From an optimization exercise on the open Yosys and OpenROAD flow, aimed at small area, a short achievable clock period and few clock cycles per item; shortcuts taken in it are not production practice. RTL that was checked went through simulation tests only; none was proved equivalent to the original.

Design hmm_viterbi_decoder, start of the top module:
module hmm_viterbi_decoder #(
  parameter int DATA_PREC       = 16,
  parameter int HIDDEN_STATES   = 4,
  parameter int OBSERVED_STATES = 4,
  parameter int OBSERVED_LEN    = 16,
  localparam int SW = (HIDDEN_STATES > 1) ? $clog2(HIDDEN_STATES) : 1,
  localparam int OW = (OBSERVED_STATES > 1) ? $clog2(OBSERVED_STATES) : 1
) (
  input  logic                 clk,
  input  logic                 rst,
  input  logic [HIDDEN_STATES*HIDDEN_STATES*DATA_PREC-1:0]   trans,
  input  logic [HIDDEN_STATES*OBSERVED_STATES*DATA_PREC-1:0] emm,
  input  logic [HIDDEN_STATES*DATA_PREC-1:0]                 stationary_distribution,
  input  logic                 in_valid,
  output logic                 in_ready,
  input  logic [OW-1:0]        in_obs,
  output logic                 out_valid,
  input  logic                 out_ready,
  output logic [SW-1:0]        out_state,
  output logic                 out_last,
  output logic [DATA_PREC-1:0] out_prob
);
Size in the first run: ~4400 cells after synthesis, ~390 flip-flops, ~48000 µm² of cells after synthesis.
export LEC_CHECK = 0
export ABC_CLOCK_PERIOD_IN_PS = 5500
export CAP_MARGIN = 20
export CORE_MARGIN = 2
export CORE_UTILIZATION = 40
export SLEW_MARGIN = 20
export SYNTH_HIERARCHICAL = 1
create_clock -name core_clock -period 24.0 [get_ports {clk}]
standard.sh (not shown) runs the stock make flow with config.mk's settings and CLKGATE_MAP_FILE= SYNTH_SCRIPT=/design/flow/synth_recipe.tcl, a recipe that flattens the netlist after the stock synthesis.
==> flow/flow/run.sh <==
#!/bin/bash
# Layout flow: the standard ORFS flow (standard.sh), with
#  - port buffers of the smallest plain buffer instead of the default delay buffer,
#  - repair_timing asked for extra setup slack so that the layout is sized for speed
#    (the clock and constraints are the design's; only the repair target changes).
set -euo pipefail
source flow/params.sh
bash standard.sh \
  "BUFFER_PORTS_ARGS=-buffer_cell sky130_fd_sc_hd__buf_1" \
  "SETUP_SLACK_MARGIN=${MARGIN}" \
  finish > flow_make.log 2>&1
==> flow/flow/params.sh <==
MARGIN=18.0
Next try:
--- a/flow/design.v
+++ b/flow/design.v
@@ -37,17 +37,17 @@
   wire run    = (state_q == S_RUN);
   wire last_f = (t_q == 4'd15);
   wire accept = in_valid & in_ready_q;
   wire out_hs = out_valid_q & out_ready;
   logic [DP-1:0] a_q, b_q, d_q, x1_q, x2_q;
   logic [2:0][DP-1:0] tr_q, p_q;
   logic [3:0][DP-1:0] m_q;
   logic [3:0][1:0]    bpc_q;
-  logic [1:0]    st_q, os_q;    
+  logic [1:0]    st_q;
   logic [14:1][3:0][1:0] bp_q;
   logic [DP-1:0] em_y;
   logic [2:0][DP-1:0] tr_y;
   mul16hi u_em (.a(a_q), .b(b_q), .y(em_y));
   mul16hi u_m0 (.a(d_q), .b(tr_q[0]), .y(tr_y[0]));
   mul16hi u_m1 (.a(x1_q), .b(tr_q[1]), .y(tr_y[1]));
   mul16hi u_m2 (.a(x2_q), .b(tr_q[2]), .y(tr_y[2]));
   wire amax = run & last_f & ~abort_q & (ph_q >= 3'd1) & (ph_q <= 3'd4);   
@@ -88,22 +88,16 @@
       3'd0: jn = 2'd1;
       3'd1: jn = 2'd2;
       3'd2: jn = 2'd3;
       default: jn = 2'd0;
     endcase
     if (!run) jn = 2'd0;
   end
   wire b_byp = (jn == 2'd0) & ~full_q;
-  logic [DP-1:0] b_in;      
-  always_comb begin
-    b_in = '0;
-    for (int o = 0; o < 4; o++)
-      b_in = b_in | ({DP{in_obs == 2'(o)}} & emm[o*DP +: DP]);
-  end
   logic [DP-1:0] a_n;
   always_comb begin
     case (ph_q)
       3'd0: a_n = fold_res[1];
       3'd1: a_n = m_q[2];
       3'd2: a_n = m_q[3];
       default: a_n = fold_res[0];
     endcase
@@ -128,18 +122,17 @@
       if (amax_take) st_n = ph_q[1:0] - 2'd1;
     end else if (out_hs) begin
       if (t_q == 4'd15) st_n = bpc_q[st_q];
       else if (t_q != 4'd0) st_n = bp_q[t_q][st_q];
     end
   end
   always_ff @(posedge clk) begin
     a_q <= a_n;
-    st_q <= st_n;
-    b_q <= b_byp ? b_in : emm[({jn, obs_q})*DP +: DP];
+    b_q <= b_byp ? emm[({2'd0, in_obs})*DP +: DP] : emm[({jn, obs_q})*DP +: DP];
     if (run && ph_q <= 3'd3) d_q <= em_y;
     x1_q <= (ph_q <= 3'd1) ? em_y : d_q;
     if (run) begin
       case (ph_q)
         3'd0: x2_q <= em_y;
         3'd1, 3'd2, 3'd3: x2_q <= d_q;
         default: ;
       endcase
@@ -148,17 +141,17 @@
     p_q  <= tr_y;
     for (int k = 0; k < 4; k++) begin
       m_q[k]   <= (k != 0 && state_q == S_WAIT && t_q == 4'd0) ? stationary_distribution[k*DP +: DP] : fold_res[k];
       if (k != 0 || !amax) bpc_q[k] <= fold_bp[k];
     end
     if (bpw_q)
       bp_q[t_q] <= bpc_q;
   end
-  assign out_state = os_q;
+  assign out_state = st_q;
   assign out_prob  = m_q[0];
   assign out_valid = out_valid_q;
   assign out_last  = out_last_q;
   assign in_ready  = in_ready_q;
   state_t     state_d;
   logic [2:0] ph_d;
   logic [3:0] t_d;
   logic       full_d, cont_d, abort_d;
@@ -243,51 +236,45 @@
       default: ;
     endcase
     s0d_d = amax_n;
     if (amax_n) begin
       fen_d[0]    = 1'b1;
       ffirst_d[0] = (ph_n == 3'd1);
     end
   end
-  logic ir_base;
-  always_comb begin
-    if (state_q == S_WAIT) ir_base = ~full_q;
-    else if (ph_q == 3'd1 && abort_q) ir_base = ~full_q;
-    else ir_base = ~(full_q & (ph_q != 3'd2)) & ~last_f & ~(ph_q == 3'd5 && t_q == 4'd14);
-  end
   always_ff @(posedge clk or posedge rst) begin
     if (rst) begin
       fen_q       <= '0;
       ffirst_q    <= '0;
       {s0d_q, s1p0_q, s2p1_q, s3p0_q} <= '0;
       bpw_q       <= 1'b0;
       state_q     <= S_WAIT;
       ph_q        <= 3'd0;
       t_q         <= 4'd0;
       full_q      <= 1'b0;
       cont_q      <= 1'b0;
       abort_q     <= 1'b0;
       in_ready_q  <= 1'b0;
-      os_q        <= 2'd0;
+      st_q        <= 2'd0;
       out_valid_q <= 1'b0;
       out_last_q  <= 1'b0;
     end else begin
       fen_q       <= fen_d;
       ffirst_q    <= ffirst_d;
       {s0d_q, s1p0_q, s2p1_q, s3p0_q} <= {s0d_d, s1p0_d, s2p1_d, s3p0_d};
       bpw_q       <= bpw_d;
       state_q     <= state_d;
       ph_q        <= ph_d;
       t_q         <= t_d;
       full_q      <= full_d;
       cont_q      <= cont_d;
       abort_q     <= abort_d;
-      os_q        <= st_n;
-      in_ready_q  <= (state_q == S_OUT) ? (out_ready & (t_q == 4'd0)) : (ir_base & ~accept);
+      st_q        <= st_n;
+      in_ready_q  <= ~full_d & ~(state_d == S_OUT) & ~(state_d == S_RUN && t_d == 4'd15);
       out_valid_q <= (state_d == S_OUT);
       out_last_q  <= (state_d == S_OUT) && (t_d == 4'd0);
     end
   end
   always_ff @(posedge clk) begin
     if (accept) obs_q <= in_obs;
   end
 endmodule
- utilization hardly moves
- via count climbs by 1.0%
- wire length climbs by about 2.2%
- worst setup slack is worse by 0.035 ns
- clock-buffer cell count climbs by 7
- design area falls by 0.53%
Testbench counts after the change, summed over its fixed seeds: cycles 28,672, sequences 256.
The RTL of the first run of this note was laid out without a check of its function.

-- static timing again, ports no longer ideal --
The flow's constraints put no driver on any port. The routed layouts listed below were extracted and timed again, unchanged, in two steps. Step 1: set_driving_cell puts a clkbuf_16 on clk and a buf_2 on each other input, an assumption about the parent block. Step 2 moves the port delays by t, midway between the first and last clock arrival at a register: inputs arrive t later, outputs are due t later. That takes back most of the time a late clock gives input paths. Slacks: ideal ports / drivers / drivers and shift; pairs: ideal ports / drivers.
| run | t (ns) | setup slack, ns | worst slew at a driven data input, ns |
|---|---|---|---|
| the first run | 0.716 | 18.009 / 17.942 / 17.399 | 0.19 |
| the second run | 0.716 | 17.974 / 17.900 / 17.354 | 0.16 |
After both steps every run listed still meets setup and hold. The setup slack of the second run, which loses most, moves by -0.074 ns with the drivers and by -0.620 ns with both steps.
